This design comes from an exercise in tuning for small area, a short achievable clock period and few clock cycles per item on the open sky130 flow, not from production work. No functional check of the RTL was part of any run shown here. Power is estimated from default activity; no workload was simulated. No driver is modelled on the clock port, so clocking that relies on it looks cheaper here than on a real chip.

$ cat flow/design.v
package gaussian_pyramid_pkg;
  localparam int NORM_SHIFT = 4;
endpackage
import gaussian_pyramid_pkg::*;
module blur_free
#(
  parameter int W = 64,
  parameter int BIT_DEPTH = 8
) (
  input  logic                 clk,
  input  logic [BIT_DEPTH-1:0] in_pixel,
  input  logic                 border,
  output logic [BIT_DEPTH-1:0] out_pixel,
  output logic [BIT_DEPTH-1:0] out_copy,
  output logic [BIT_DEPTH-1:0] out_centre
);
  localparam int VW = BIT_DEPTH + 2;
  localparam int SW = BIT_DEPTH + 4;
  logic [W-1:0][BIT_DEPTH-1:0] sra, srb;
  logic [VW-1:0] va, vb, vc;
  logic [BIT_DEPTH-1:0] ca, cb, res;
  logic [SW-1:0] h;
  assign h = SW'(vc) + (SW'(vb) << 1) + SW'(va);
  assign res = border ? cb : h[SW-1:NORM_SHIFT];
  always_ff @(posedge clk) begin
    sra <= {sra[W-2:0], in_pixel};
    srb <= {srb[W-2:0], sra[W-1]};
    va <= VW'(srb[W-1]) + (VW'(sra[W-1]) << 1) + VW'(in_pixel);
    vb <= va;
    vc <= vb;
    ca <= sra[W-1];
    cb <= ca;
    out_pixel <= res;
    out_copy <= res;
    out_centre <= cb;
  end
endmodule
module line_ring
#(
  parameter int L = 64,
  parameter int BIT_DEPTH = 8
) (
  input  logic                 clk,
  input  logic                 we0,
  input  logic [BIT_DEPTH-1:0] d0,
  input  logic                 we1,
  input  logic [BIT_DEPTH-1:0] d1,
  output logic [BIT_DEPTH-1:0] q1,
  output logic [BIT_DEPTH-1:0] q2
);
  logic [L-1:0][BIT_DEPTH-1:0] s;
  assign q1 = s[L-1];
  assign q2 = s[L-2];
  always_ff @(posedge clk)
    s <= {s[L-2:0], we0 ? d0 : we1 ? d1 : s[L-1]};
endmodule
module blur_ring
#(
  parameter int W = 32,
  parameter int H = 32,
  parameter int BIT_DEPTH = 8,
  parameter bit FINAL = 1'b0
) (
  input  logic                       clk,
  input  logic                       rst_n,
  input  logic                       clr,
  input  logic                       ev,
  input  logic [BIT_DEPTH-1:0]       in_pixel,
  input  logic [BIT_DEPTH-1:0]       ring_q1,
  input  logic [BIT_DEPTH-1:0]       ring_q2,
  output logic                       ring_we,
  output logic [BIT_DEPTH-1:0]       ring_d,
  output logic                       out_valid,
  output logic                       out_valid_int,
  output logic                       out_keep,
  output logic                       out_keep_int,
  output logic [$clog2(W*H)-1:0]     out_addr,
  output logic [BIT_DEPTH-1:0]       out_pixel,
  output logic [BIT_DEPTH-1:0]       out_pixel_int,
  output logic [BIT_DEPTH-1:0]       out_centre
);
  localparam int AW = $clog2(W * H);
  localparam int LW = $clog2(W);
  localparam int KW = $clog2(W + 2);
  localparam int VW = BIT_DEPTH + 2;
  localparam int SW = BIT_DEPTH + 4;
  logic [KW-1:0] k;
  logic [AW-1:0] cnt;
  logic [VW-1:0] va, vb, vc;
  logic [BIT_DEPTH-1:0] ca, cb, xd, res, cen;
  logic [SW-1:0] h;
  logic ev_d, emit, emit_d, border, copy_d, left_d, wr_d, keep;
  assign emit = ev && k == KW'(W + 1);
  assign h = SW'(vc) + (SW'(vb) << 1) + SW'(va);
  assign border = cnt[AW-1:LW] == '0 || &cnt[AW-1:LW] || cnt[LW-1:0] == '0 || &cnt[LW-1:0];
  assign ring_we = ev || ev_d;
  assign ring_d = ev ? in_pixel : ca;
  assign wr_d = emit_d || copy_d || left_d;
  assign keep = (emit_d || left_d) && !cnt[LW] && !cnt[0];
  always_comb begin
    if (emit_d) begin
      res = border ? cb : h[SW-1:NORM_SHIFT];
      cen = cb;
    end else if (copy_d) begin
      res = xd;
      cen = xd;
    end else begin
      res = ca;
      cen = ca;
    end
  end
  always_ff @(posedge clk) begin
    if (ev) begin
      va <= VW'(ring_q2) + (VW'(ring_q1) << 1) + VW'(in_pixel);
      vb <= va;
      vc <= vb;
      ca <= ring_q1;
      cb <= ca;
      xd <= in_pixel;
    end
    if (wr_d) begin
      out_pixel <= res;
      out_pixel_int <= res;
      out_centre <= cen;
      out_addr <= copy_d ? {cnt[AW-1:LW] + 1'b1, cnt[LW-1:0]} : cnt;
    end
  end
  always_ff @(posedge clk or negedge rst_n) begin
    if (!rst_n) begin
      k <= '0;
      cnt <= '0;
      ev_d <= 1'b0;
      emit_d <= 1'b0;
      copy_d <= 1'b0;
      left_d <= 1'b0;
      out_valid <= 1'b0;
      out_valid_int <= 1'b0;
      out_keep <= 1'b0;
      out_keep_int <= 1'b0;
    end else begin
      k <= clr ? '0 : (ev && k != KW'(W + 1)) ? k + 1'b1 : k;
      cnt <= clr ? '0 : (emit_d || left_d) ? cnt + 1'b1 : cnt;
      ev_d <= ev && !clr;
      emit_d <= emit && !clr;
      copy_d <= FINAL && emit_d && !clr && cnt >= AW'(W * (H - 2) - 1);
      left_d <= FINAL && copy_d && !clr && cnt == AW'(W * (H - 1) - 1);
      out_valid <= wr_d;
      out_valid_int <= wr_d;
      out_keep <= keep;
      out_keep_int <= keep;
    end
  end
endmodule
import gaussian_pyramid_pkg::*;
module gaussian_pyramid_core
#(
  parameter int BIT_DEPTH = 8,
  parameter int TOP_WIDTH = 64,
  parameter int TOP_HEIGHT = 64,
  parameter int READ_LATENCY = 2,
  localparam int A1 = $clog2(TOP_WIDTH * TOP_HEIGHT),
  localparam int A2 = $clog2((TOP_WIDTH >> 1) * (TOP_HEIGHT >> 1)),
  localparam int A3 = $clog2((TOP_WIDTH >> 2) * (TOP_HEIGHT >> 2))
) (
  input  logic                 clk_in,
  input  logic                 rst_in,
  input  logic                 start_in,
  output logic [A1-1:0]        ext_read_addr,
  output logic                 ext_read_addr_valid,
  input  logic [BIT_DEPTH-1:0] ext_pixel_in,
  output logic [A1-1:0]        O1L1_write_addr, O1L2_write_addr, O1L3_write_addr,
  output logic                 O1L1_write_valid, O1L2_write_valid, O1L3_write_valid,
  output logic [BIT_DEPTH-1:0] O1L1_pixel_out, O1L2_pixel_out, O1L3_pixel_out,
  output logic [A2-1:0]        O2L1_write_addr, O2L2_write_addr, O2L3_write_addr,
  output logic                 O2L1_write_valid, O2L2_write_valid, O2L3_write_valid,
  output logic [BIT_DEPTH-1:0] O2L1_pixel_out, O2L2_pixel_out, O2L3_pixel_out,
  output logic [A3-1:0]        O3L1_write_addr, O3L2_write_addr, O3L3_write_addr,
  output logic                 O3L1_write_valid, O3L2_write_valid, O3L3_write_valid,
  output logic [BIT_DEPTH-1:0] O3L1_pixel_out, O3L2_pixel_out, O3L3_pixel_out,
  output logic                 pyramid_done
);
  localparam int W2 = TOP_WIDTH >> 1;
  localparam int H2 = TOP_HEIGHT >> 1;
  localparam int W3 = TOP_WIDTH >> 2;
  localparam int H3 = TOP_HEIGHT >> 2;
  localparam int LW1 = $clog2(TOP_WIDTH);
  localparam int LW2 = $clog2(W2);
  localparam int LW3 = $clog2(W3);
  localparam int N1 = TOP_WIDTH * TOP_HEIGHT;
  localparam int CW = A1 + 1;
  localparam int LAT1 = READ_LATENCY + 1 + TOP_WIDTH + 2;
  localparam int LAT2 = LAT1 + TOP_WIDTH + 3;
  localparam int DONE_AT = N1 + 78;
  localparam int FL21 = N1 - 64;
  localparam int FL31 = N1 + 8;
  logic start_r, busy, rd_en, v1_int, o2v1_int;
  logic [READ_LATENCY:0] vld_dly;
  logic [BIT_DEPTH-1:0] px, px_int;
  logic [CW-1:0] b1, b2;
  logic brd1, brd2, v23, o2l1;
  logic [A1-1:0] a1, a23;
  always_ff @(posedge clk_in or negedge rst_in) begin
    if (!rst_in) begin
      start_r <= 1'b0;
      busy <= 1'b0;
      rd_en <= 1'b0;
      ext_read_addr_valid <= 1'b0;
      ext_read_addr <= '0;
      vld_dly <= '0;
      O1L1_write_valid <= 1'b0;
      v1_int <= 1'b0;
      a1 <= '0;
      b1 <= '0;
      b2 <= '0;
      v23 <= 1'b0;
      O2L1_write_valid <= 1'b0;
      o2v1_int <= 1'b0;
      pyramid_done <= 1'b0;
    end else begin
      start_r <= start_in && !busy && !start_r;
      if (start_r) begin
        busy <= 1'b1;
        rd_en <= 1'b1;
        ext_read_addr_valid <= 1'b1;
        ext_read_addr <= '0;
        a1 <= '0;
        b1 <= CW'(-LAT1);
        b2 <= CW'(-LAT2);
      end else begin
        if (pyramid_done) busy <= 1'b0;
        if (&ext_read_addr) begin
          rd_en <= 1'b0;
          ext_read_addr_valid <= 1'b0;
        end
        if (rd_en) ext_read_addr <= ext_read_addr + 1'b1;
        if (v1_int) a1 <= a1 + 1'b1;
        if (busy) begin
          b1 <= b1 + 1'b1;
          b2 <= b2 + 1'b1;
        end
      end
      vld_dly <= {vld_dly[READ_LATENCY-1:0], rd_en};
      O1L1_write_valid <= vld_dly[READ_LATENCY-1];
      v1_int <= vld_dly[READ_LATENCY-1];
      v23 <= busy && !b2[CW-1];
      O2L1_write_valid <= o2l1;
      o2v1_int <= o2l1;
      pyramid_done <= busy && !pyramid_done && b2 == CW'(DONE_AT);
    end
  end
  always_ff @(posedge clk_in) begin
    px <= ext_pixel_in;
    px_int <= ext_pixel_in;
    a23 <= b2[A1-1:0];
  end
  assign o2l1 = busy && !b2[CW-1] && !b2[LW1] && !b2[0];
  assign brd1 = b1[A1-1:LW1] == '0 || &b1[A1-1:LW1] || b1[LW1-1:0] == '0 || &b1[LW1-1:0];
  assign brd2 = b2[A1-1:LW1] == '0 || &b2[A1-1:LW1] || b2[LW1-1:0] == '0 || &b2[LW1-1:0];
  assign O1L1_write_addr = a1;
  assign O1L1_pixel_out = px;
  logic [BIT_DEPTH-1:0] l2, l3_int;
  blur_free #(.W(TOP_WIDTH), .BIT_DEPTH(BIT_DEPTH)) u_b11 (
    .clk(clk_in), .in_pixel(px_int), .border(brd1), .out_pixel(), .out_copy(l2), .out_centre());
  blur_free #(.W(TOP_WIDTH), .BIT_DEPTH(BIT_DEPTH)) u_b12 (
    .clk(clk_in), .in_pixel(l2), .border(brd2), .out_pixel(O1L3_pixel_out), .out_copy(l3_int),
    .out_centre(O1L2_pixel_out));
  assign O1L2_write_valid = v23;
  assign O1L3_write_valid = v23;
  assign O1L2_write_addr = a23;
  assign O1L3_write_addr = a23;
  assign O2L1_write_addr = {a23[A1-1:LW1+1], a23[LW1-1:1]};
  assign O2L1_pixel_out = O1L3_pixel_out;
  logic f21, f31;
  logic ev21, ev22, ev31, ev32;
  logic o2v, o3v, o3k_int;
  logic [BIT_DEPTH-1:0] o2p1, o3p1, o2p2;
  logic r21we, r22we, r31we, r32we;
  logic [BIT_DEPTH-1:0] r21d, r22d, r31d, r32d, r21q1, r21q2, r22q1, r22q2, r3q1, r3q2;
  always_ff @(posedge clk_in or negedge rst_in) begin
    if (!rst_in) begin
      f21 <= 1'b0;
      f31 <= 1'b0;
    end else begin
      f21 <= busy && b2 >= CW'(FL21) && b2 <= CW'(FL21 + 2 * W2) && b2[0] == FL21[0];
      f31 <= busy && b2 >= CW'(FL31) && b2 <= CW'(FL31 + 4 * W3) && b2[1:0] == FL31[1:0];
    end
  end
  assign ev21 = o2v1_int || f21;
  assign ev22 = o2v;
  assign ev31 = o3k_int || f31;
  assign ev32 = o3v;
  line_ring #(.L(TOP_WIDTH), .BIT_DEPTH(BIT_DEPTH)) u_r21 (
    .clk(clk_in), .we0(r21we), .d0(r21d), .we1(1'b0), .d1(r21d), .q1(r21q1), .q2(r21q2));
  line_ring #(.L(TOP_WIDTH), .BIT_DEPTH(BIT_DEPTH)) u_r22 (
    .clk(clk_in), .we0(r22we), .d0(r22d), .we1(1'b0), .d1(r22d), .q1(r22q1), .q2(r22q2));
  line_ring #(.L(TOP_WIDTH), .BIT_DEPTH(BIT_DEPTH)) u_r3 (
    .clk(clk_in), .we0(r31we), .d0(r31d), .we1(r32we), .d1(r32d), .q1(r3q1), .q2(r3q2));
  blur_ring #(.W(W2), .H(H2), .BIT_DEPTH(BIT_DEPTH)) u_b21 (
    .clk(clk_in), .rst_n(rst_in), .clr(start_r), .ev(ev21), .in_pixel(l3_int),
    .ring_q1(r21q1), .ring_q2(r21q2), .ring_we(r21we), .ring_d(r21d),
    .out_valid(), .out_valid_int(o2v), .out_keep(), .out_keep_int(), .out_addr(),
    .out_pixel(), .out_pixel_int(o2p1), .out_centre());
  blur_ring #(.W(W2), .H(H2), .BIT_DEPTH(BIT_DEPTH), .FINAL(1'b1)) u_b22 (
    .clk(clk_in), .rst_n(rst_in), .clr(start_r), .ev(ev22), .in_pixel(o2p1),
    .ring_q1(r22q1), .ring_q2(r22q2), .ring_we(r22we), .ring_d(r22d),
    .out_valid(O2L3_write_valid), .out_valid_int(), .out_keep(O3L1_write_valid), .out_keep_int(o3k_int),
    .out_addr(O2L3_write_addr), .out_pixel(O2L3_pixel_out), .out_pixel_int(o2p2),
    .out_centre(O2L2_pixel_out));
  assign O2L2_write_valid = O2L3_write_valid;
  assign O2L2_write_addr = O2L3_write_addr;
  assign O3L1_write_addr = {O2L3_write_addr[A2-1:LW2+1], O2L3_write_addr[LW2-1:1]};
  assign O3L1_pixel_out = O2L3_pixel_out;
  blur_ring #(.W(W3), .H(H3), .BIT_DEPTH(BIT_DEPTH)) u_b31 (
    .clk(clk_in), .rst_n(rst_in), .clr(start_r), .ev(ev31), .in_pixel(o2p2),
    .ring_q1(r3q1), .ring_q2(r3q2), .ring_we(r31we), .ring_d(r31d),
    .out_valid(), .out_valid_int(o3v), .out_keep(), .out_keep_int(), .out_addr(),
    .out_pixel(), .out_pixel_int(o3p1), .out_centre());
  blur_ring #(.W(W3), .H(H3), .BIT_DEPTH(BIT_DEPTH), .FINAL(1'b1)) u_b32 (
    .clk(clk_in), .rst_n(rst_in), .clr(start_r), .ev(ev32), .in_pixel(o3p1),
    .ring_q1(r3q1), .ring_q2(r3q2), .ring_we(r32we), .ring_d(r32d),
    .out_valid(O3L3_write_valid), .out_valid_int(), .out_keep(), .out_keep_int(),
    .out_addr(O3L3_write_addr), .out_pixel(O3L3_pixel_out), .out_pixel_int(),
    .out_centre(O3L2_pixel_out));
  assign O3L2_write_valid = O3L3_write_valid;
  assign O3L2_write_addr = O3L3_write_addr;
endmodule
$ cat flow/flow/run.sh
#!/bin/bash
# Standard layout with buf_4 port buffers, and timing repair aiming at 6.5 ns of setup slack
# (a 3.5 ns period) while the constraints stay at the design's 10 ns clock.
export BUFFER_PORTS_ARGS="-buffer_cell sky130_fd_sc_hd__buf_4"
export SETUP_SLACK_MARGIN=6.5
bash standard.sh > standard.log 2>&1
$ cat flow/standard.sh
#!/bin/bash
# synth_recipe.tcl (not shown) runs the flow's synth.tcl, then flattens the netlist and writes it again
# the make line also repeats each setting of config.mk as NAME=value (left out here)
make -C /OpenROAD-flow-scripts/flow DESIGN_CONFIG=/design/flow/config.mk WORK_HOME=/design/flow/orfs CLKGATE_MAP_FILE= SYNTH_SCRIPT=/design/flow/synth_recipe.tcl "${@:-finish}"
$ cat flow/config.mk
export PLATFORM = sky130hd
export DESIGN_NAME = gaussian_pyramid_core
export DESIGN_NICKNAME = gaussian_pyramid_core
export VERILOG_FILES = /design/flow/design.v
export SDC_FILE = /design/flow/constraint.sdc
export NUM_CORES = 4
export LEC_CHECK = 0
export ABC_CLOCK_PERIOD_IN_PS = 3000
export CAP_MARGIN = 20
export CORE_MARGIN = 2
export CORE_UTILIZATION = 40
export SLEW_MARGIN = 20
$ cat flow/constraint.sdc
create_clock -name core_clock -period 10.0 [get_ports {clk_in}]
set_input_delay 2.0000 -clock core_clock [delete_from_list [all_inputs] [get_ports {clk_in}]]
set_output_delay 2.0000 -clock core_clock [all_outputs]
set_load 0.01 [all_outputs]
==> impl_metrics.tcl, run 1 <==
set metrics [dict create \
    slowest_stage "edfxtp_1" \
    yosys.area.top_type "dfxtp_1" \
    fin_crit_sh_pct 35.4 \
    multiInputGateArea_um2 9950 \
    worstPathBufferInverterCount 1 \
    synth.yosys.seq_area_share_pct 88.4 \
    ff_latch_area_um2 85100 \
    path_class "reg -> out" \
    synth_edf_count 266 \
    syn-cell-area_um2 96200 \
    dieArea_um2 245000 \
    drv_slew 0 \
    via_count 38500 \
    postSynthAreaPerCell_um2 17.1 \
    clock_path_buffers 4 \
    grt_pass1_wl_um 204000 \
    rsz0062_at_grt "true" \
    holdBufCountCts 0 \
    die_x_um 495 \
    yosysMostFrequentCell "dfxtp_1" \
    grt_pass1_vias 39400 \
    die_h_um 495 \
    antenna_found_initial 6 \
    slew_headroom_pct 30.5 \
    finClkSkew_ps 79.1 \
    cts_sinks 4081 \
    cp_data_arrival_time_ps 1540 \
    async_flop_share_pct 3.31 \
    power.leakage_nw 46.1 \
    min_path_type "reg -> reg" \
    synth.distinct_cells 71 \
    grt_max_degree 83 \
    yosys-top-cells-count "3680 x dfxtp_1, 266 x edfxtp_1, 180 x nor2_1" \
    coreArea_um2 240000 \
    drt_iter0_drc 1757 \
    ios 196 \
    cts.htree.levels 5 \
    overflow 0 \
    hold_ws_ps 258 \
    status "complete, no violations" \
    path_max_fanout 2 \
    end_kind "output pin" \
    numCtsBuffers 379 \
    layout-drive-gt1-share_pct 14.5 \
    finalSetupViolations 0 \
    yosys-top-cells-area "dfxtp_1 77%, edfxtp_1 8.3%, dfrtp_1 3.5%" \
    drt-total-wl_um 124000 \
    gr-usage-all-layers_pct 10.2 \
    crit_family "flip-flops" \
    cp_cell_sequence "buf_4" \
    synth_nets 5863 \
    gp_congestion 0.797 \
    wl_per_cell_um 12.9 \
    nets 6375 \
    max_slew.worst_pin.slew_ps 1040 \
    ys_ff_latch 4081 \
    max-cap-violations 0 \
    portBuffers 195 \
    power.density_nw_per_um2 287 \
    hold_viol 0 \
    cts_root_buffer "clkbuf_16" \
    fin_setup_tns_ps 0 \
    dp_hpwl_um 69400 \
    drc 0 \
    initial_core_util_pct 40.1 \
    clock.fmax_mhz 283 \
    insertion_delay_ps 940 \
    critPathLaunchType "register" \
    ir_drop_mv 0.190 \
    critPathMaxStageDelay_ps 460 \
    final.min_clock_period_ps 3540 \
    clk_pin_slew_ps 60 \
    rows 180 \
    syn_to_final_growth_pct 19.0 \
    cts_tree "built" \
    dr.pass1.iters 5 \
    crit_required_ps 8000 \
    detail_route.vias_per_cell 4.01 \
    ant_nets 0 \
    syn_inst 5619 \
    nFillCells 20000 \
    synth_warnings 7 \
    synth_top_area_share_pct 76.5 \
    synthFlopType "dfxtp_1" \
]
-- through the flow --
stage                     cell area, µm²  total power, mW  utilization, %  instances  setup slack, ps
after global placement            101000             19.0            42.1       8880             6310
after global routing              115000             34.2            47.8       9610             6370
after detailed placement          101000             19.0            42.1       8880             6360
after CTS                         114000             33.3            47.7       9608             6350
final                             115000             32.9            47.8       9612             6460
after floorplan                    96200             18.6               -       5619             6720
-- cell families (layout without fill, tap and decap cells) --
logic type / Yosys count / in the layout / synth area share (%)
mux: 42 / 42 / 0.446
simple gates: 544 / 544 / 2.71
other cells: 0 / 3 / 0
buf+inv: 261 / 1066 / 1.33
xor+xnor: 154 / 154 / 1.40
fa+ha+maj: 233 / 233 / 3.72
flops: 4081 / 4081 / 88.4
compound gates: 304 / 304 / 2.04
-- cell usage in the layout (no fill, tap or decap), types with 41 or more instances in the layout --
cell / n
dfxtp_1: 3655
clkbuf_16: 388
edfxtp_1: 266
nor2_1: 180
ha_1: 144
buf_4: 143
nand2_1: 136
inv_1: 133
dfrtp_1: 129
buf_6: 113
o21ai_0: 92
fa_1: 89
a21oi_1: 83
xor2_1: 80
clkbuf_8: 79
xnor2_1: 74
clkbuf_1: 64
clkinv_2: 64
nand3_1: 41
-- cell type report --
| cell class | instances | area share (%) |
|---|---|---|
| antenna | 3 | 0.00655 |
| clock buffer | 532 | 9.64 |
| clock inverter | 142 | 1.39 |
| inverter | 135 | 0.442 |
| multi-input combinational | 1277 | 8.69 |
| sequential | 4081 | 74.3 |
| tap | 3185 | 3.48 |
| timing repair buffer | 257 | 2.06 |
-- path summary, 6_finish.rpt --
check                      slack [ps]                   endpoint  depth (start not counted)                   startpoint
min in group asynchronous        1050  u_b22.out_valid$_DFF_PN0_                          1                       rst_in
hold reg to reg                   260         u_r3.s[18]$_DFF_P_                          0           u_r3.s[10]$_DFF_P_
hold / removal                    260         u_r3.s[18]$_DFF_P_                          0           u_r3.s[10]$_DFF_P_
setup / recovery                 6460         O3L3_write_addr[1]                          1  u_b32.out_addr[1]$_DFFE_PP_
setup reg to reg                 6600      u_b32.va[9]$_DFFE_PP_                         15          u_r3.s[504]$_DFF_P_
max in group asynchronous        7760           v1_int$_DFF_PN0_                          2                       rst_in
-- routing by layer --
layer | up-vias | GRT usage, % | wire, µm
met2 | 698 | 14.7 | 51000
met5 | - | 0 | 0
met4 | 0 | 4.30 | 3840
li1 | 19200 | - | -
met1 | 18300 | 14.6 | 63000
met3 | 328 | 2.52 | 5820
-- registers in the layout, summed over array words and instances (netlist names), 13 cells and up --
register   count
u_r21.s      512
u_b11.sra    512
u_b11.srb    512
u_r3.s       512
u_r22.s      512
u_b12.srb    512
b2            13
u_b12.sra    512
-- where the power goes --
group	switching (mW)	internal, mW
clock	5.72	8.43
combinational	0.550	0.469
sequential	0.365	17.3
total	6.64	26.2
-- what timing repair did --
action                     CTS  global route
setup endpoints to repair  155            96
pin swaps                    1             1
gates resized for setup    146            16
buffers inserted            54             1
==> inputs of run 2 (changes only) <==
--- a/flow/config.mk
+++ b/flow/config.mk
@@ -7,3 +7,2 @@
 export LEC_CHECK = 0
-export ABC_CLOCK_PERIOD_IN_PS = 3000
 export CAP_MARGIN = 20
==> run 2 against run 1 <==
Net effect:
- critical path type unchanged
- sequential share of layout area unchanged
- sequential power about the same
- design area unchanged
- global-route usage unchanged
==> impl_metrics.tcl, run 2 <==
set metrics [dict create \
    yosys-top-cells-area "dfxtp_1 77%, edfxtp_1 8.3%, dfrtp_1 3.5%" \
    max-cap-violations 0 \
    fin_crit_sh_pct 35.4 \
    wl_per_cell_um 12.9 \
    critPathLaunchType "register" \
    layout_common_cells "3655 x dfxtp_1, 388 x clkbuf_16, 266 x edfxtp_1" \
    cp_cell_sequence "buf_4" \
    synth_top_area_share_pct 76.5 \
    finClkSkew_ps 79.1 \
    clock.fmax_mhz 283 \
    path_max_fanout 2 \
    slew_headroom_pct 30.5 \
    end_kind "output pin" \
    syn_to_final_growth_pct 19.0 \
    antenna_found_initial 6 \
    slowest_stage "edfxtp_1" \
    max_slew.worst_pin.slew_ps 1040 \
    yosys-top-cells-count "3680 x dfxtp_1, 266 x edfxtp_1, 180 x nor2_1" \
    whs_path_depth 0 \
    power.leakage_nw 46.1 \
    status "complete, no violations" \
    drt-total-wl_um 124000 \
    critPathMaxStageDelay_ps 460 \
    cts_sinks 4081 \
    detail_route.vias_per_cell 4.01 \
    power.density_nw_per_um2 287 \
    insertion_delay_ps 940 \
    r2r_end "u_b32.va[9]$_DFFE_PP_" \
    reg2reg_from "u_r3.s[504]$_DFF_P_" \
    crit_required_ps 8000 \
    drv_slew 0 \
    min_from "u_r3.s[10]$_DFF_P_" \
    grt_max_degree 83 \
    rows 180 \
    clock_path_buffers 4 \
    final_common_cell "dfxtp_1" \
    nets 6375 \
    ios 196 \
    finalSetupViolations 0 \
    final.min_clock_period_ps 3540 \
    via_count 38500 \
    hold_viol 0 \
    fin_setup_tns_ps 0 \
    grt_pass1_wl_um 204000 \
    yosysMostFrequentCell "dfxtp_1" \
    portBuffers 195 \
    ir_drop_mv 0.190 \
    gp_congestion 0.797 \
    coreArea_um2 240000 \
    cp_data_arrival_time_ps 1540 \
    cts_root_buffer "clkbuf_16" \
    ys_ff_latch 4081 \
    synth_edf_count 266 \
    min_path_type "reg -> reg" \
    die_x_um 495 \
    postSynthAreaPerCell_um2 17.1 \
    syn-cell-area_um2 96200 \
    place_ws_ps 6360 \
    layout-drive-gt1-share_pct 14.5 \
    syn_inst 5619 \
    numCtsBuffers 379 \
    gr-usage-all-layers_pct 10.2 \
    dieArea_um2 245000 \
    synth.yosys.seq_area_share_pct 88.4 \
    synth.distinct_cells 71 \
    fin_ws_ps 6460 \
    ant_nets 0 \
    grt_pass1_vias 39400 \
    crit_family "flip-flops" \
    r2r_slack_ps 6600 \
    drt_iter0_drc 1757 \
    yosys.area.top_type "dfxtp_1" \
    synth_nets 5863 \
    cts_tree "built" \
    clk_pin_slew_ps 60 \
    die_h_um 495 \
    r2r_cells 15 \
    synthFlopType "dfxtp_1" \
    cts.htree.levels 5 \
    overflow 0 \
    worstPathBufferInverterCount 1 \
    dr.pass1.iters 5 \
    rsz0062_at_grt "true" \
    async_flop_share_pct 3.31 \
    dp_hpwl_um 69400 \
    drc 0 \
    hold_end "u_r3.s[18]$_DFF_P_" \
    path_class "reg -> out" \
    initial_core_util_pct 40.1 \
    synth_warnings 7 \
]
-- run 2: cell counts after synthesis --
Identical to the previous run, type by type.
-- run 2: per-stage QoR --
stage          instances  area (µm²)  hold slack, ps  power (mW)  util [%]
3_3_place_gp        8880      101000             310        19.0      42.1
5_1_grt             9610      115000             252        34.2      47.8
4_1_cts             9608      114000             241        33.3      47.7
2_1_floorplan       5619       96200             310        18.6         -
3_5_place_dp        8880      101000             312        19.0      42.1
6_report            9612      115000             258        32.9      47.8
-- run 2: area by class of cell --
class                      count  area, µm²
antenna                        3       7.51
multi-input combinational   1277       9950
clock buffer                 532      11000
sequential                  4081      85100
timing repair buffer         257       2360
fill                       20000     125000
inverter                     135        507
clock inverter               142       1600
tap                         3185       3990
-- run 2: metal layers --
layer | vias up | routed length, µm | GRT usage, %
met2 | 698 | 51000 | 14.7
met1 | 18300 | 63000 | 14.6
li1 | 19200 | - | -
met3 | 328 | 5820 | 2.52
met4 | 0 | 3840 | 4.30
met5 | - | 0 | 0
-- run 2: how the worst max path moves through the flow --
stage / startpoint / end / slack, ps / depth (start not counted)
final: u_b32.out_addr[1]$_DFFE_PP_ / O3L3_write_addr[1] / 6460 / 1
after global routing: u_b32.out_addr[1]$_DFFE_PP_ / O3L3_write_addr[1] / 6370 / 1
after CTS: u_b32.out_addr[1]$_DFFE_PP_ / O3L3_write_addr[1] / 6350 / 1
after detailed placement: u_r3.s[504]$_DFF_P_ / u_b32.va[9]$_DFFE_PP_ / 6360 / 15
after global placement: u_r3.s[504]$_DFF_P_ / u_b32.va[9]$_DFFE_PP_ / 6310 / 15
after floorplan: u_r3.s[504]$_DFF_P_ / u_b32.va[9]$_DFFE_PP_ / 6720 / 15
-- run 2: repair_timing --
item	CTS	global route
resized for setup	146	16
setup endpoints to repair	155	96
setup buffers	54	1
pin swaps	1	1
hold buffers	0	0
-- run 2: logic make-up after synthesis --
family | count (synthesis) | share of synthesized area, %
multiplexers | 42 | 0.446
AO/OA/AOI/OAI | 304 | 2.04
adder cells (fa/ha/maj) | 233 | 3.72
buffers and inverters | 261 | 1.33
XOR/XNOR | 154 | 1.40
AND/OR/NAND/NOR | 544 | 2.71
flip-flops | 4081 | 88.4
-- run 2: where the power goes --
group	switching, mW	internal, mW
combinational	0.550	0.469
sequential	0.365	17.3
clock	5.72	8.43
==> inputs of run 3 (changes only) <==
--- a/flow/config.mk
+++ b/flow/config.mk
@@ -9,3 +9,3 @@
 export CORE_MARGIN = 2
-export CORE_UTILIZATION = 40
+export CORE_UTILIZATION = 60
 export SLEW_MARGIN = 20
==> run 3 against run 2 <==
Net effect:
- maximum frequency fell by 2.6%
- first-iteration DRC count rose by 1.0%
- combinational power fell by 4%
- sequential power barely moved
- final cell count decreased by 12%
- non-clock buffer count down 1
- sequential cell count stayed put
- utilization is 23 points higher
- clock skew is 37 ps lower
- design area shrank 1.8%
- register-to-register slack worse by 60 ps
==> impl_metrics.tcl, run 3 <==
set metrics [dict create \
    status "complete, no violations" \
    syn-cell-area_um2 96200 \
    final.min_clock_period_ps 3630 \
    r2r_end "u_b32.va[9]$_DFFE_PP_" \
    drt-total-wl_um 124000 \
    ant_nets 0 \
    grt_pass1_wl_um 203000 \
    max_slew.worst_pin.slew_ps 1120 \
    coreArea_um2 159000 \
    syn_inst 5619 \
    nets 6364 \
    crit_required_ps 8000 \
    via_count 38200 \
    clock.fmax_mhz 275 \
    critPathLaunchType "register" \
    hold_ws_ps 294 \
    synthFlopType "dfxtp_1" \
    synth_warnings 7 \
    crit_family "flip-flops" \
    end_kind "output pin" \
    min_path_type "reg -> reg" \
    worstPathBufferInverterCount 1 \
    finClkSkew_ps 41.9 \
    synth_edf_count 266 \
    place_ws_ps 6400 \
    ir_drop_mv 0.218 \
    power.density_nw_per_um2 287 \
    holdBufCountCts 0 \
    cts.htree.levels 5 \
    synth.distinct_cells 71 \
    portBuffers 195 \
    cp_data_arrival_time_ps 1630 \
    drt_iter0_drc 1775 \
    initial_core_util_pct 60.6 \
    insertion_delay_ps 910 \
    yosys-top-cells-area "dfxtp_1 77%, edfxtp_1 8.3%, dfrtp_1 3.5%" \
    dp_hpwl_um 70000 \
    cp_cell_sequence "buf_6" \
    fin_ws_ps 6370 \
    synth.yosys.seq_area_share_pct 88.4 \
    rsz0062_at_grt "true" \
    finalSetupViolations 0 \
    power.leakage_nw 45.8 \
    slew_headroom_pct 25.7 \
    path_max_fanout 4 \
    layout-drive-gt1-share_pct 13.9 \
    r2r_slack_ps 6540 \
    slowest_stage "edfxtp_1" \
    final_common_cell "dfxtp_1" \
    wl_per_cell_um 14.7 \
    yosys.area.top_type "dfxtp_1" \
    async_flop_share_pct 3.31 \
    hold_end "u_r3.s[404]$_DFF_P_" \
    max-cap-violations 0 \
    overflow 0 \
    drv_slew 0 \
    syn_to_final_growth_pct 16.9 \
    postSynthAreaPerCell_um2 17.1 \
    antenna_found_initial 2 \
    gr-usage-all-layers_pct 15.6 \
    clk_pin_slew_ps 60 \
    layout_common_cells "3654 x dfxtp_1, 379 x clkbuf_16, 266 x edfxtp_1" \
    path_class "reg -> out" \
    whs_path_depth 0 \
    synth_nets 5863 \
    yosysMostFrequentCell "dfxtp_1" \
    yosys-top-cells-count "3680 x dfxtp_1, 266 x edfxtp_1, 180 x nor2_1" \
    drc 0 \
    die_h_um 405 \
    gp_congestion 0.812 \
    die_x_um 405 \
    grt_max_degree 76 \
    dr.pass1.iters 5 \
    multiInputGateArea_um2 9940 \
    crit_start "u_b22.out_pixel[0]$_DFFE_PP_" \
    clock_path_buffers 4 \
    synth_top_area_share_pct 76.5 \
    cts_tree "built" \
    dieArea_um2 164000 \
    fin_setup_tns_ps 0 \
    r2r_cells 15 \
    critPathMaxStageDelay_ps 540 \
    ios 196 \
    detail_route.vias_per_cell 4.51 \
    rows 146 \
    reg2reg_from "u_r3.s[504]$_DFF_P_" \
    cts_sinks 4081 \
    ff_latch_area_um2 85100 \
    hold_viol 0 \
    nFillCells 10300 \
    ys_ff_latch 4081 \
    cts_root_buffer "clkbuf_16" \
    fin_crit_sh_pct 36.3 \
    numCtsBuffers 369 \
    min_from "u_r3.s[396]$_DFF_P_" \
    grt_pass1_vias 38700 \
]
## run 3: cell counts after synthesis
No cell type changed its count.
## run 3: report_power, final
| group | internal (mW) | switching [mW] | total, mW |
|---|---|---|---|
| combinational | 0.467 | 0.516 | 0.983 |
| sequential | 17.3 | 0.368 | 17.7 |
| clock | 8.03 | 5.56 | 13.6 |
## run 3: worst reg2reg max path, stage by stage (launching register included)
cell and delay (ps):
dfxtp_1 360, ha_1 190, inv_1 60, fa_1 390, nor2b_1 140, o21ai_1 110, a21boi_2 200, o21a_1 130
nor2_1 40, xnor2_1 160, ha_1 210, or4_1 510, or2_2 290, o221ai_1 170, nand2b_1 140, a22oi_1 90
## run 3: per-stage QoR
step                area [µm²]  cells  power [mW]  util [%]
detailed placement       99600   7768        19.0      62.7
finish                  112000   8467        32.3      70.8
floorplan                96200   5619        18.6         -
CTS                     112000   8462        32.7      70.7
global placement         99600   7768        18.9      62.7
global route            112000   8465        33.5      70.8
## run 3: area by class of cell
class                   count  area share [%]
flip-flops and latches   4081            75.7
clock buffers             530            9.61
multi-input cells        1277            8.84
well taps                2072            2.30
repair buffers            256            2.07
clock inverters           114            1.06
inverters                 135           0.450
diodes                      2         0.00445
## run 3: worst max-delay path by stage
stage,cells after the start,end
2_1_floorplan,15,u_b32.va[9]$_DFFE_PP_
3_3_place_gp,15,u_b32.va[9]$_DFFE_PP_
3_5_place_dp,15,u_b32.va[9]$_DFFE_PP_
4_1_cts,1,O2L3_pixel_out[0]
5_1_grt,1,O2L3_pixel_out[0]
6_report,1,O2L3_pixel_out[0]
## run 3: cells by family (layout without fill, tap and decap cells)
family / Yosys count / in the layout / share of synthesized area [%]
buffers and inverters: 261 / 1035 / 1.33
DFF: 4081 / 4081 / 88.4
adders and majority gates: 233 / 233 / 3.72
and+or+nand+nor: 544 / 544 / 2.71
AOI/OAI and AO/OA: 304 / 304 / 2.04
muxes: 42 / 42 / 0.446
xor gates and xnor gates: 154 / 154 / 1.40
other: 0 / 2 / 0
## run 3: layer usage
layer  up-vias  share of wire [%]  wire length [µm]  track usage, %
li1      19100                  -                 -               -
met1     18100                 51             62800            22.7
met2       620                 42             52200            22.5
met3       301                4.1              5120            3.47
met4         0                3.2              3960            6.81
met5         -                  0                 0               0
## run 3: timing repair
item                                    4_1_cts  5_1_grt
endpoints found under the setup margin      149       93
pin swaps                                     1        1
buffers inserted                             50        3
gates resized for setup                     144       12
==> inputs of run 4 (changes only) <==
==> flow/flow/run.sh (replaced) <==
#!/bin/bash
# Standard layout with buf_4 port buffers, timing repair aiming at 6.5 ns of setup slack
# (a 3.5 ns period) while the constraints stay at the design's 10 ns clock, and larger
# clock-tree sink clusters.
export BUFFER_PORTS_ARGS="-buffer_cell sky130_fd_sc_hd__buf_4"
export SETUP_SLACK_MARGIN=6.5
export CTS_ARGS="-sink_clustering_enable -repair_clock_nets -sink_buffer_max_cap_derate 0.05 -dont_use_dummy_load"
bash standard.sh > standard.log 2>&1
--- a/flow/config.mk
+++ b/flow/config.mk
@@ -9,3 +9,3 @@
 export CORE_MARGIN = 2
-export CORE_UTILIZATION = 60
+export CORE_UTILIZATION = 40
 export SLEW_MARGIN = 20
==> run 4 against run 3 <==
Net effect:
- count of clock-buffer cells in the layout down 151
- synthesized cell count unchanged
- critical path depth unchanged
- largest cell class unchanged
==> impl_metrics.tcl, run 4 <==
set metrics [dict create \
    worstPathBufferInverterCount 1 \
    crit_required_ps 8000 \
    die_x_um 495 \
    syn_inst 5619 \
    power.density_nw_per_um2 271 \
    synth_nets 5863 \
    drt-total-wl_um 122000 \
    synthFlopType "dfxtp_1" \
    critPathLaunchType "register" \
    yosys.area.top_type "dfxtp_1" \
    cp_cell_sequence "buf_6" \
    grt.busiest_layer "met2" \
    synth_edf_count 266 \
    cts_tree "built" \
    dp_hpwl_um 69400 \
    met3_usage_pct 2.48 \
    detail_route.vias_per_cell 4.08 \
    final.min_clock_period_ps 3730 \
    nFillCells 20300 \
    rows 180 \
    dr.pass1.iters 5 \
    async_flop_share_pct 3.31 \
    max-cap-violations 0 \
    yosys-top-cells-area "dfxtp_1 77%, edfxtp_1 8.3%, dfrtp_1 3.5%" \
    ys_ff_latch 4081 \
    wl_per_cell_um 13.1 \
    final_util_pct 46.4 \
    antenna_found_initial 6 \
    drc 0 \
    fin_ws_ps 6270 \
    placedCellCount 8880 \
    cts_sinks 4081 \
    layout-drive-gt1-share_pct 11.8 \
    met2_usage_pct 14.7 \
    place_ws_ps 6360 \
    layout_common_cells "3643 x dfxtp_1, 346 x clkbuf_16, 266 x edfxtp_1" \
    insertion_delay_ps 1210 \
    slew_headroom_pct 30.6 \
    synth_top_area_share_pct 76.5 \
    path_max_fanout 2 \
    dieArea_um2 245000 \
    max_slew.worst_pin.slew_ps 1040 \
    holdBufCountCts 0 \
    fin_setup_tns_ps 0 \
    slowest_stage "edfxtp_1" \
    power.leakage_nw 44.5 \
    clk_pin_slew_ps 60 \
    syn_to_final_growth_pct 15.7 \
    min_path_type "reg -> reg" \
    status "complete, no violations" \
    gp_congestion 0.797 \
    cts_root_buffer "clkbuf_8" \
    rsz0062_at_grt "true" \
    overflow 0 \
    clock.fmax_mhz 268 \
    grt_pass1_vias 39400 \
    critPathMaxStageDelay_ps 490 \
    syn-cell-area_um2 96200 \
    cp_data_arrival_time_ps 1730 \
    portBuffers 195 \
    yosys-top-cells-count "3680 x dfxtp_1, 266 x edfxtp_1, 180 x nor2_1" \
    hold_viol 0 \
    clock_path_buffers 4 \
    ir_drop_mv 0.159 \
    postSynthAreaPerCell_um2 17.1 \
    synth.distinct_cells 71 \
    layout.cells.non_filler 9320 \
    synth.yosys.seq_area_share_pct 88.4 \
    gr-usage-all-layers_pct 10.1 \
    via_count 38100 \
    drt_iter0_drc 1701 \
    finalSetupViolations 0 \
    fin_area_um2 111000 \
    numCtsBuffers 379 \
    die_h_um 495 \
    nets 6377 \
    final_common_cell "dfxtp_1" \
    grt_pass1_wl_um 202000 \
    synth_warnings 7 \
    crit_family "flip-flops" \
    fin_crit_sh_pct 37.3 \
    finClkSkew_ps 150 \
    coreArea_um2 240000 \
    cts.htree.levels 5 \
    yosysMostFrequentCell "dfxtp_1" \
    drv_slew 0 \
    placed_cell_area_um2 101000 \
    grt_max_degree 83 \
    initial_core_util_pct 40.1 \
    path_class "reg -> out" \
    ios 196 \
    ant_nets 0 \
    end_kind "output pin" \
    global_route.usage.met1_pct 14.4 \
]
==> run 4: layout make-up <==
type	instances	area [µm²]	share of cell area, %
flip-flops and latches	4081	85200	76.5
multi-input cells	1277	9970	8.95
clock buffers	379	9110	8.18
well taps	3185	3990	3.58
repair buffers	259	2640	2.37
inverters	135	507	0.455
diodes	4	10.0	0.00899
==> run 4: worst paths after layout <==
kind | startpoint | cells after the start | slack (ps) | end
max in group asynchronous | rst_in | 2 | 7930 | v1_int$_DFF_PN0_
worst min-delay path | u_r3.s[148]$_DFF_P_ | 0 | 190 | u_r3.s[156]$_DFF_P_
worst max register to register | u_r3.s[504]$_DFF_P_ | 15 | 6660 | u_b32.va[9]$_DFFE_PP_
worst min register to register | u_r3.s[148]$_DFF_P_ | 0 | 190 | u_r3.s[156]$_DFF_P_
worst max-delay path | u_b32.out_addr[6]$_DFFE_PP_ | 1 | 6270 | O3L3_write_addr[6]
min in group asynchronous | rst_in | 1 | 850 | u_b31.cnt[6]$_DFFE_PN0P_
==> run 4: logic make-up (layout without fill, tap and decap cells) <==
| logic type | after synthesis | after routing | share of synthesized area, % |
|---|---|---|---|
| muxes | 42 | 42 | 0.446 |
| buffers and inverters | 261 | 773 | 1.33 |
| AOI/OAI and AO/OA | 304 | 304 | 2.04 |
| adders and majority gates | 233 | 233 | 3.72 |
| DFF | 4081 | 4081 | 88.4 |
| and+or+nand+nor | 544 | 544 | 2.71 |
| xor gates and xnor gates | 154 | 154 | 1.40 |
| other | 0 | 4 | 0 |
==> run 4: timing repair <==
action	in CTS	in global routing
setup buffers	54	3
resized for setup	232	28
setup endpoints to repair	186	187
pin swaps	1	2
==> run 4: power breakdown <==
part / total, mW / switching [mW] / internal (mW)
Sequential: 17.7 / 0.377 / 17.3
Clock: 11.4 / 5.09 / 6.27
Combinational: 1.07 / 0.557 / 0.518
==> run 4: stage by stage <==
stage / total power, mW / hold WS [ps]
floorplan: 18.6 / 310
global placement: 19.0 / 310
detailed placement: 19.0 / 312
CTS: 30.6 / 159
global route: 31.4 / 164
finish: 30.2 / 189
==> run 4: per-layer routing <==
| metal | wire length, µm | part of all wire, % |
|---|---|---|
| met2 | 50500 | 41 |
| met1 | 61800 | 51 |
| met4 | 3970 | 3.2 |
| met3 | 5940 | 4.9 |
| met5 | 0 | 0 |
==> inputs of run 5 (changes only) <==
--- a/flow/flow/run.sh
+++ b/flow/flow/run.sh
@@ -6,3 +6,3 @@
 export SETUP_SLACK_MARGIN=6.5
-export CTS_ARGS="-sink_clustering_enable -repair_clock_nets -sink_buffer_max_cap_derate 0.05 -dont_use_dummy_load"
+export CTS_ARGS="-sink_clustering_enable -repair_clock_nets -sink_buffer_max_cap_derate 0.05"
 bash standard.sh > standard.log 2>&1
==> run 5 against run 4 <==
Net effect:
- synthesized cell count unchanged
- final cell count is 3.2% higher
- power rose by 7.9%
- via count grew 1.3%
- synthesized area is the same
- count of clock-buffer cells in the layout increased by 153
- routed wire length rose by 1.3%
- die area unchanged
- utilization up 1.3 points
- combinational power hardly changed
- worst hold slack improved by 14 ps
- sequential power is essentially flat
==> impl_metrics.tcl, run 5 <==
set metrics [dict create \
    cts_root_buffer "clkbuf_8" \
    detail_route.vias_per_cell 4.01 \
    die_x_um 495 \
    overflow 0 \
    end_kind "output pin" \
    grt_max_degree 83 \
    fin_setup_tns_ps 0 \
    coreArea_um2 240000 \
    ys_ff_latch 4081 \
    postSynthAreaPerCell_um2 17.1 \
    slowest_stage "edfxtp_1" \
    drt-total-wl_um 124000 \
    ios 196 \
    portBuffers 195 \
    final_common_cell "dfxtp_1" \
    synth_edf_count 266 \
    clk_pin_slew_ps 60 \
    syn-cell-area_um2 96200 \
    yosys-top-cells-count "3680 x dfxtp_1, 266 x edfxtp_1, 180 x nor2_1" \
    multiInputGateArea_um2 9970 \
    min_path_type "reg -> reg" \
    drt_iter0_drc 1805 \
    finClkSkew_ps 135 \
    max_slew.worst_pin.slew_ps 1040 \
    layout-drive-gt1-share_pct 14.8 \
    holdBufCountCts 0 \
    grt_pass1_wl_um 204000 \
    ant_nets 0 \
    antenna_found_initial 6 \
    drv_slew 0 \
    yosys-top-cells-area "dfxtp_1 77%, edfxtp_1 8.3%, dfrtp_1 3.5%" \
    status "complete, no violations" \
    fin_crit_sh_pct 37.8 \
    crit_family "flip-flops" \
    clock.fmax_mhz 264 \
    ff_latch_area_um2 85200 \
    layout.cells.non_filler 9615 \
    yosysMostFrequentCell "dfxtp_1" \
    insertion_delay_ps 1220 \
    clock_path_buffers 4 \
    drc 0 \
    finalSetupViolations 0 \
    power.density_nw_per_um2 284 \
    synth_nets 5863 \
    path_class "reg -> out" \
    cts.htree.levels 5 \
    initial_core_util_pct 40.1 \
    syn_to_final_growth_pct 19.0 \
    numCtsBuffers 379 \
    slew_headroom_pct 30.4 \
    syn_inst 5619 \
    nFillCells 20100 \
    cts_sinks 4081 \
    worstPathBufferInverterCount 1 \
    dp_hpwl_um 69400 \
    critPathLaunchType "register" \
    power.leakage_nw 46.1 \
    r2r_slack_ps 6670 \
    path_max_fanout 2 \
    die_h_um 495 \
    yosys.area.top_type "dfxtp_1" \
    placedCellCount 8880 \
    rows 180 \
    wl_per_cell_um 12.9 \
    max-cap-violations 0 \
    layout_common_cells "3643 x dfxtp_1, 355 x clkbuf_16, 266 x edfxtp_1" \
    total_power_mw 32.5 \
    grt_pass1_vias 39500 \
    dieArea_um2 245000 \
    dr.pass1.iters 5 \
    synthFlopType "dfxtp_1" \
    synth_top_area_share_pct 76.5 \
    final.min_clock_period_ps 3780 \
    synth.distinct_cells 71 \
    hold_viol 0 \
    async_flop_share_pct 3.31 \
    gp_congestion 0.797 \
    synth.yosys.seq_area_share_pct 88.4 \
    gr-usage-all-layers_pct 10.2 \
    cp_data_arrival_time_ps 1780 \
    ir_drop_mv 0.189 \
    nets 6378 \
    crit_required_ps 8000 \
    via_count 38600 \
    hold_ws_ps 204 \
    critPathMaxStageDelay_ps 500 \
    cts_tree "built" \
    rsz0062_at_grt "true" \
    synth_warnings 7 \
    cp_cell_sequence "buf_6" \
]
==> run 5: cell type report <==
class | count | area share [%]
antenna | 3 | 0.00655
clock buffer | 532 | 9.32
clock inverter | 142 | 1.39
inverter | 135 | 0.442
multi-input combinational | 1277 | 8.71
sequential | 4081 | 74.3
tap | 3185 | 3.48
timing repair buffer | 260 | 2.31
==> run 5: kinds of logic after synthesis <==
logic type	count (synthesis)	share of synthesized area, %
xor+xnor	154	1.40
fa+ha+maj	233	3.72
buf+inv	261	1.33
flops	4081	88.4
simple gates	544	2.71
mux	42	0.446
compound gates	304	2.04
==> run 5: routing by layer <==
| metal | vias to the layer above | GRT usage [%] | wire length (µm) |
|---|---|---|---|
| met4 | 0 | 4.26 | 3750 |
| met1 | 18400 | 14.6 | 63000 |
| li1 | 19200 | - | - |
| met5 | - | 0 | 0 |
| met3 | 309 | 2.52 | 5880 |
| met2 | 716 | 14.7 | 51200 |
==> run 5: timing repair <==
action                                  CTS  global route
setup buffers                            54             4
endpoints found under the setup margin  187           187
pin swaps                                 1             2
resized for setup                       232            30
==> run 5: worst paths after layout <==
| path | end | startpoint | cells past startpoint |
|---|---|---|---|
| max | O3L3_write_addr[1] | u_b32.out_addr[1]$_DFFE_PP_ | 1 |
| min | u_r3.s[156]$_DFF_P_ | u_r3.s[148]$_DFF_P_ | 0 |
| max reg2reg | u_b32.va[9]$_DFFE_PP_ | u_r3.s[504]$_DFF_P_ | 15 |
| min reg2reg | u_r3.s[156]$_DFF_P_ | u_r3.s[148]$_DFF_P_ | 0 |
| max in group asynchronous | v1_int$_DFF_PN0_ | rst_in | 2 |
| min in group asynchronous | u_b22.out_valid$_DFF_PN0_ | rst_in | 1 |
==> run 5: metrics by stage <==
stage                     setup slack [ps]  util, %  instance area, µm²
after global placement                6310     42.1              101000
after global routing                  6110     47.8              115000
after detailed placement              6360     42.1              101000
after CTS                             6070     47.7              114000
final                                 6220     47.8              115000
after floorplan                       6720        -               96200
==> run 5: where the power goes <==
| group | switching, mW | total (mW) | internal (mW) |
|---|---|---|---|
| Clock | 5.67 | 13.7 | 8.07 |
| Combinational | 0.552 | 1.07 | 0.520 |
| Sequential | 0.379 | 17.7 | 17.3 |
==> inputs of run 6 (changes only) <==
--- a/flow/design.v
+++ b/flow/design.v
@@ -19,6 +19,7 @@
   logic [W-1:0][BIT_DEPTH-1:0] sra, srb;
-  logic [VW-1:0] va, vb, vc;
+  logic [VW-1:0] va, vb;
+  logic [SW-1:0] w;
   logic [BIT_DEPTH-1:0] ca, cb, res;
   logic [SW-1:0] h;
-  assign h = SW'(vc) + (SW'(vb) << 1) + SW'(va);
+  assign h = w + SW'(va);
   assign res = border ? cb : h[SW-1:NORM_SHIFT];
@@ -29,3 +30,3 @@
     vb <= va;
-    vc <= vb;
+    w <= SW'(vb) + (SW'(va) << 1);
     ca <= sra[W-1];
@@ -42,9 +43,10 @@
 ) (
-  input  logic                 clk,
-  input  logic                 we0,
-  input  logic [BIT_DEPTH-1:0] d0,
-  input  logic                 we1,
-  input  logic [BIT_DEPTH-1:0] d1,
-  output logic [BIT_DEPTH-1:0] q1,
-  output logic [BIT_DEPTH-1:0] q2
+  input  logic                   clk,
+  input  logic                   we0,
+  input  logic [BIT_DEPTH-1:0]   d0,
+  input  logic                   we1,
+  input  logic [BIT_DEPTH-1:0]   d1,
+  output logic [BIT_DEPTH-1:0]   q1,
+  output logic [BIT_DEPTH-1:0]   q2,
+  output logic [BIT_DEPTH+1:0]   r
 );
@@ -53,4 +55,6 @@
   assign q2 = s[L-2];
-  always_ff @(posedge clk)
+  always_ff @(posedge clk) begin
     s <= {s[L-2:0], we0 ? d0 : we1 ? d1 : s[L-1]};
+    r <= (BIT_DEPTH + 2)'(s[L-3]) + ((BIT_DEPTH + 2)'(s[L-2]) << 1);
+  end
 endmodule
@@ -69,3 +73,3 @@
   input  logic [BIT_DEPTH-1:0]       ring_q1,
-  input  logic [BIT_DEPTH-1:0]       ring_q2,
+  input  logic [BIT_DEPTH+1:0]       ring_r,
   output logic                       ring_we,
@@ -88,3 +92,4 @@
   logic [AW-1:0] cnt;
-  logic [VW-1:0] va, vb, vc;
+  logic [VW-1:0] va, vb;
+  logic [SW-1:0] w;
   logic [BIT_DEPTH-1:0] ca, cb, xd, res, cen;
@@ -93,3 +98,3 @@
   assign emit = ev && k == KW'(W + 1);
-  assign h = SW'(vc) + (SW'(vb) << 1) + SW'(va);
+  assign h = w + SW'(va);
   assign border = cnt[AW-1:LW] == '0 || &cnt[AW-1:LW] || cnt[LW-1:0] == '0 || &cnt[LW-1:0];
@@ -113,5 +118,5 @@
     if (ev) begin
-      va <= VW'(ring_q2) + (VW'(ring_q1) << 1) + VW'(in_pixel);
+      va <= ring_r + VW'(in_pixel);
       vb <= va;
-      vc <= vb;
+      w <= SW'(vb) + (SW'(va) << 1);
       ca <= ring_q1;
@@ -277,3 +282,4 @@
   logic r21we, r22we, r31we, r32we;
-  logic [BIT_DEPTH-1:0] r21d, r22d, r31d, r32d, r21q1, r21q2, r22q1, r22q2, r3q1, r3q2;
+  logic [BIT_DEPTH-1:0] r21d, r22d, r31d, r32d, r21q1, r22q1, r3q1;
+  logic [BIT_DEPTH+1:0] r21r, r22r, r3r;
   always_ff @(posedge clk_in or negedge rst_in) begin
@@ -292,10 +298,10 @@
   line_ring #(.L(TOP_WIDTH), .BIT_DEPTH(BIT_DEPTH)) u_r21 (
-    .clk(clk_in), .we0(r21we), .d0(r21d), .we1(1'b0), .d1(r21d), .q1(r21q1), .q2(r21q2));
+    .clk(clk_in), .we0(r21we), .d0(r21d), .we1(1'b0), .d1(r21d), .q1(r21q1), .q2(), .r(r21r));
   line_ring #(.L(TOP_WIDTH), .BIT_DEPTH(BIT_DEPTH)) u_r22 (
-    .clk(clk_in), .we0(r22we), .d0(r22d), .we1(1'b0), .d1(r22d), .q1(r22q1), .q2(r22q2));
+    .clk(clk_in), .we0(r22we), .d0(r22d), .we1(1'b0), .d1(r22d), .q1(r22q1), .q2(), .r(r22r));
   line_ring #(.L(TOP_WIDTH), .BIT_DEPTH(BIT_DEPTH)) u_r3 (
-    .clk(clk_in), .we0(r31we), .d0(r31d), .we1(r32we), .d1(r32d), .q1(r3q1), .q2(r3q2));
+    .clk(clk_in), .we0(r31we), .d0(r31d), .we1(r32we), .d1(r32d), .q1(r3q1), .q2(), .r(r3r));
   blur_ring #(.W(W2), .H(H2), .BIT_DEPTH(BIT_DEPTH)) u_b21 (
     .clk(clk_in), .rst_n(rst_in), .clr(start_r), .ev(ev21), .in_pixel(l3_int),
-    .ring_q1(r21q1), .ring_q2(r21q2), .ring_we(r21we), .ring_d(r21d),
+    .ring_q1(r21q1), .ring_r(r21r), .ring_we(r21we), .ring_d(r21d),
     .out_valid(), .out_valid_int(o2v), .out_keep(), .out_keep_int(), .out_addr(),
@@ -304,3 +310,3 @@
     .clk(clk_in), .rst_n(rst_in), .clr(start_r), .ev(ev22), .in_pixel(o2p1),
-    .ring_q1(r22q1), .ring_q2(r22q2), .ring_we(r22we), .ring_d(r22d),
+    .ring_q1(r22q1), .ring_r(r22r), .ring_we(r22we), .ring_d(r22d),
     .out_valid(O2L3_write_valid), .out_valid_int(), .out_keep(O3L1_write_valid), .out_keep_int(o3k_int),
@@ -314,3 +320,3 @@
     .clk(clk_in), .rst_n(rst_in), .clr(start_r), .ev(ev31), .in_pixel(o2p2),
-    .ring_q1(r3q1), .ring_q2(r3q2), .ring_we(r31we), .ring_d(r31d),
+    .ring_q1(r3q1), .ring_r(r3r), .ring_we(r31we), .ring_d(r31d),
     .out_valid(), .out_valid_int(o3v), .out_keep(), .out_keep_int(), .out_addr(),
@@ -319,3 +325,3 @@
     .clk(clk_in), .rst_n(rst_in), .clr(start_r), .ev(ev32), .in_pixel(o3p1),
-    .ring_q1(r3q1), .ring_q2(r3q2), .ring_we(r32we), .ring_d(r32d),
+    .ring_q1(r3q1), .ring_r(r3r), .ring_we(r32we), .ring_d(r32d),
     .out_valid(O3L3_write_valid), .out_valid_int(), .out_keep(), .out_keep_int(),
--- a/flow/flow/run.sh
+++ b/flow/flow/run.sh
@@ -6,3 +6,3 @@
 export SETUP_SLACK_MARGIN=6.5
-export CTS_ARGS="-sink_clustering_enable -repair_clock_nets -sink_buffer_max_cap_derate 0.05"
+export CTS_ARGS="-sink_clustering_enable -repair_clock_nets -sink_clustering_size 30 -sink_clustering_max_diameter 100 -dont_use_dummy_load"
 bash standard.sh > standard.log 2>&1
==> run 6 against run 5 <==
Net effect:
- count of clock-buffer cells in the layout is 370 lower
- clock power is 46% lower
- combinational power is 7% lower
- maximum frequency is 9.3% higher
- critical path depth stayed put
- sequential cell count is 39 higher
- non-clock buffer count is 31 lower
- register-to-register slack better by 640 ps
- design area is 6.3% lower
- sequential power hardly changed
- via count is 0.91% lower
- largest cell class unchanged
- largest power group unchanged
==> impl_metrics.tcl, run 6 <==
set metrics [dict create \
    ir_drop_mv 0.174 \
    gr-usage-all-layers_pct 9.58 \
    layout_common_cells "3695 x dfxtp_1, 274 x edfxtp_1, 210 x ha_1" \
    critPathLaunchType "register" \
    clock.fmax_mhz 289 \
    cp_data_arrival_time_ps 1460 \
    slew_headroom_pct 33.0 \
    cts_sinks 4120 \
    power.density_nw_per_um2 245 \
    nets 6349 \
    overflow 0 \
    numCtsBuffers 162 \
    holdBufCountCts 0 \
    worstPathBufferInverterCount 1 \
    die_h_um 499 \
    cts_root_buffer "clkbuf_16" \
    fin_ws_ps 6540 \
    drv_slew 0 \
    synth-compound-area-share_pct 2.88 \
    ys_ff_latch 4120 \
    nFillCells 21100 \
    synthFlopType "dfxtp_1" \
    finalSetupViolations 0 \
    final_common_cell "dfxtp_1" \
    power.leakage_nw 42.7 \
    insertion_delay_ps 810 \
    placedCellCount 9111 \
    syn-cell-area_um2 98100 \
    end_kind "output pin" \
    detail_route.vias_per_cell 4.11 \
    rsz0062_at_grt "true" \
    fin_crit_sh_pct 34.6 \
    syn_to_final_growth_pct 9.44 \
    synth_warnings 7 \
    antenna_found_initial 3 \
    synthAdderAreaFrac_pct 3.27 \
    fin_setup_tns_ps 0 \
    coreArea_um2 243000 \
    cp_cell_sequence "buf_6" \
    drt_iter0_drc 1937 \
    drt-total-wl_um 121000 \
    grt_pass1_wl_um 196000 \
    clk_pin_slew_ps 110 \
    cts.htree.levels 4 \
    hold_ws_ps 241 \
    grt_max_degree 80 \
    status "complete, no violations" \
    synth.yosys.seq_area_share_pct 87.6 \
    grt_pass1_vias 37600 \
    hold_viol 0 \
    initial_core_util_pct 40.3 \
    max_slew.worst_pin.slew_ps 1010 \
    min_path_type "reg -> reg" \
    rows 181 \
    final.min_clock_period_ps 3460 \
    gp_congestion 0.743 \
    via_count 38200 \
    dieArea_um2 249000 \
    synth-simple-area-share_pct 2.78 \
    ios 196 \
    path_max_fanout 3 \
    synth_xor_area_share_pct 1.97 \
    postSynthAreaPerCell_um2 16.8 \
    layout-drive-gt1-share_pct 7.33 \
    die_x_um 499 \
    drc 0 \
    synth.distinct_cells 67 \
    synth_nets 6081 \
    clock_path_buffers 3 \
    place_ws_ps 6310 \
    crit_required_ps 8000 \
    path_class "reg -> out" \
    synth_edf_count 274 \
    wl_per_cell_um 13.0 \
    synth_top_area_share_pct 75.8 \
    multiInputGateArea_um2 11100 \
    dp_hpwl_um 72100 \
    max-cap-violations 0 \
    synthMuxAreaShare_pct 0.453 \
    finClkSkew_ps 97.3 \
    crit_family "flip-flops" \
    synth_top_family_by_area "adder cells" \
    ff_latch_area_um2 85900 \
    yosysMostFrequentCell "dfxtp_1" \
    critPathMaxStageDelay_ps 480 \
    ant_nets 0 \
    yosys.area.top_type "dfxtp_1" \
    yosys-top-cells-count "3711 x dfxtp_1, 274 x edfxtp_1, 210 x ha_1" \
    syn_inst 5831 \
    async_flop_share_pct 3.28 \
    cts_tree "built" \
    slowest_stage "edfxtp_1" \
    dr.pass1.iters 5 \
    yosys-top-cells-area "dfxtp_1 76%, edfxtp_1 8.4%, dfrtp_1 3.4%" \
    layout.cells.non_filler 9300 \
    portBuffers 195 \
]
[run 6: cell families after synthesis]
| family | after synthesis |
|---|---|
| buf+inv | 201 |
| mux | 43 |
| xor+xnor | 221 |
| fa+ha+maj | 239 |
| flops | 4120 |
| simple gates | 571 |
| compound gates | 436 |
[run 6: through the flow]
step | utilization (%) | cell area, µm² | power (mW)
after CTS | 44.1 | 107000 | 26.7
after global placement | 42.3 | 103000 | 19.4
after detailed placement | 42.3 | 103000 | 19.4
after global routing | 44.1 | 107000 | 27.5
after floorplan | - | 98100 | 18.9
final | 44.1 | 107000 | 26.4
[run 6: what timing repair did]
action | CTS | global route
resized for setup | 66 | 7
buffers inserted | 25 | 1
endpoints found under the setup margin | 86 | 46
[run 6: report_power, final]
part	total (mW)	switching [mW]	leakage, nW	internal, mW
sequential	18.0	0.403	34.1	17.6
combinational	0.994	0.541	6.55	0.454
clock	7.34	4.43	2.00	2.91
[run 6: final timing paths]
kind | from | end | slack [ps] | cells after the start
setup reg to reg | u_b11.out_copy[1]$_DFF_P_ | u_b12.va[9]$_DFF_P_ | 7310 | 12
hold / removal | u_b12.srb[313]$_DFF_P_ | u_b12.srb[321]$_DFF_P_ | 240 | 0
hold reg to reg | u_b12.srb[313]$_DFF_P_ | u_b12.srb[321]$_DFF_P_ | 240 | 0
max in group asynchronous | rst_in | v23$_DFF_PN0_ | 7590 | 2
min in group asynchronous | rst_in | u_b22.cnt[8]$_DFFE_PN0P_ | 1140 | 1
setup / recovery | u_b22.out_pixel[7]$_DFFE_PP_ | O2L3_pixel_out[7] | 6540 | 1
[run 6: layer usage]
metal / up-vias / GRT usage (%) / part of all wire, %
li1: 19300 / - / -
met1: 18200 / 14.0 / 52
met2: 480 / 14.1 / 41
met3: 205 / 1.98 / 4.1
met4: 0 / 3.29 / 2.6
met5: - / 0 / 0
[run 6: final cells by class]
cell class	count	area share, %
clock buffers	162	3.78
multi-input cells	1510	10.4
flip-flops and latches	4120	80.1
inverters	76	0.267
well taps	3202	3.73
repair buffers	229	1.77
diodes	1	0.00233
==> inputs of run 7 (changes only) <==
--- a/flow/flow/run.sh
+++ b/flow/flow/run.sh
@@ -6,3 +6,3 @@
 export SETUP_SLACK_MARGIN=6.5
-export CTS_ARGS="-sink_clustering_enable -repair_clock_nets -sink_clustering_size 30 -sink_clustering_max_diameter 100 -dont_use_dummy_load"
+export CTS_ARGS="-sink_clustering_enable -repair_clock_nets -sink_clustering_size 24 -sink_clustering_max_diameter 80 -dont_use_dummy_load"
 bash standard.sh > standard.log 2>&1
==> run 7 against run 6 <==
Net effect:
- still clean
- combinational power is 3.0% lower
- utilization is 0.23 points higher
- clock skew is 10 ps lower
- synthesized area stayed put
- sequential share of layout area is 0.43 points lower
- final cell count is 0.23% higher
- via count is 0.62% higher
- register-to-register slack hardly changed
- design area is 0.53% higher
- first-iteration DRC count is 0.15% higher
==> impl_metrics.tcl, run 7 <==
set metrics [dict create \
    dp_hpwl_um 72100 \
    syn-cell-area_um2 98100 \
    dieArea_um2 249000 \
    grt_pass1_wl_um 198000 \
    min_path_type "reg -> reg" \
    antenna_found_initial 4 \
    fin_crit_sh_pct 34.2 \
    switchingPower_mw 5.46 \
    synth.yosys.seq_area_share_pct 87.6 \
    hold_viol 0 \
    crit_family "flip-flops" \
    final_common_cell "dfxtp_1" \
    gr-usage-all-layers_pct 9.68 \
    synth-simple-area-share_pct 2.78 \
    power.density_nw_per_um2 250 \
    fin_setup_tns_ps 0 \
    wl_per_cell_um 13.0 \
    total_power_mw 27.0 \
    via_count 38400 \
    synthAdderAreaFrac_pct 3.27 \
    whs_path_depth 0 \
    max_slew.worst_pin.slew_ps 998 \
    gp_congestion 0.743 \
    grt_pass1_vias 37900 \
    slew_headroom_pct 33.4 \
    drv_slew 0 \
    insertion_delay_ps 830 \
    critPathLaunchType "register" \
    yosys-top-cells-area "dfxtp_1 76%, edfxtp_1 8.4%, dfrtp_1 3.4%" \
    holdBufCountCts 0 \
    placed_cell_area_um2 103000 \
    cts_tree "built" \
    layout_common_cells "3695 x dfxtp_1, 274 x edfxtp_1, 210 x ha_1" \
    ir_drop_mv 0.171 \
    rows 181 \
    layout.cells.non_filler 9321 \
    placedCellCount 9111 \
    yosys-top-cells-count "3711 x dfxtp_1, 274 x edfxtp_1, 210 x ha_1" \
    synth_warnings 7 \
    syn_to_final_growth_pct 10.0 \
    drt_iter0_drc 1940 \
    hold_ws_ps 259 \
    path_max_fanout 3 \
    combinationalPowerShare_pct 3.6 \
    status "complete, no violations" \
    synth_top_family_by_area "adder cells" \
    coreArea_um2 243000 \
    cp_cell_sequence "buf_4" \
    numCtsBuffers 195 \
    detail_route.vias_per_cell 4.12 \
    fin_area_um2 108000 \
    portBuffers 195 \
    postSynthAreaPerCell_um2 16.8 \
    path_class "reg -> out" \
    clock.fmax_mhz 293 \
    cp_data_arrival_time_ps 1420 \
    r2r_cells 12 \
    yosysMostFrequentCell "dfxtp_1" \
    synthMuxAreaShare_pct 0.453 \
    place_ws_ps 6310 \
    async_flop_share_pct 3.28 \
    synth_edf_count 274 \
    synth_nets 6081 \
    final.min_clock_period_ps 3420 \
    ant_nets 0 \
    slowest_stage "edfxtp_1" \
    worstPathBufferInverterCount 1 \
    layout-drive-gt1-share_pct 7.60 \
    ys_ff_latch 4120 \
    syn_inst 5831 \
    end_kind "output pin" \
]
[run 7: worst paths after layout]
| path | slack [ps] | to | start |
|---|---|---|---|
| worst min register to register | 260 | u_b11.srb[191]$_DFF_P_ | u_b11.srb[183]$_DFF_P_ |
| worst max-delay path | 6580 | O2L2_write_addr[9] | u_b22.out_addr[9]$_DFFE_PP_ |
| worst max register to register | 7310 | u_b12.va[9]$_DFF_P_ | u_b11.out_copy[1]$_DFF_P_ |
| max in group asynchronous | 7620 | v23$_DFF_PN0_ | rst_in |
| worst min-delay path | 260 | u_b11.srb[191]$_DFF_P_ | u_b11.srb[183]$_DFF_P_ |
| min in group asynchronous | 1190 | u_b22.cnt[2]$_DFFE_PN0P_ | rst_in |
[run 7: kinds of logic after synthesis]
group	after synthesis
buffers and inverters	201
adders and majority gates	239
DFF	4120
xor gates and xnor gates	221
AOI/OAI and AO/OA	436
and+or+nand+nor	571
muxes	43
[run 7: repair_timing]
action	4_1_cts	5_1_grt
resized for setup	30	1
setup endpoints to repair	49	11
setup buffers	11	0
[run 7: power by group through the flow]
| stage | Clock, mW | Sequential, mW | Combinational (mW) |
|---|---|---|---|
| global placement | 0 | 18.4 | 0.958 |
| detailed placement | 0 | 18.4 | 0.980 |
| finish | 7.99 | 18.0 | 0.964 |
| global route | 8.92 | 18.2 | 1.09 |
| CTS | 8.36 | 18.1 | 0.995 |
| floorplan | 0 | 18.2 | 0.648 |
[run 7: final cells by class]
class | instances | area [µm²] | share of cell area (%)
diodes | 4 | 10.0 | 0.00928
clock buffers | 195 | 4880 | 4.52
inverters | 76 | 287 | 0.266
multi-input cells | 1510 | 11100 | 10.3
flip-flops and latches | 4120 | 85900 | 79.6
well taps | 3202 | 4010 | 3.71
repair buffers | 214 | 1650 | 1.53
[run 7: layer usage]
layer	GRT usage (%)	share of wire, %
met4	3.02	2.4
met1	14.2	52
met5	0	0
met3	2.15	4.3
met2	14.2	41

Setup slack of run 7, layout unchanged: 6.584 ns with ideal ports, 6.498 ns with driving cells assumed (clock clkbuf_16, inputs buf_2), 6.780 ns with port delays also shifted by the 0.882 ns mid clock arrival.
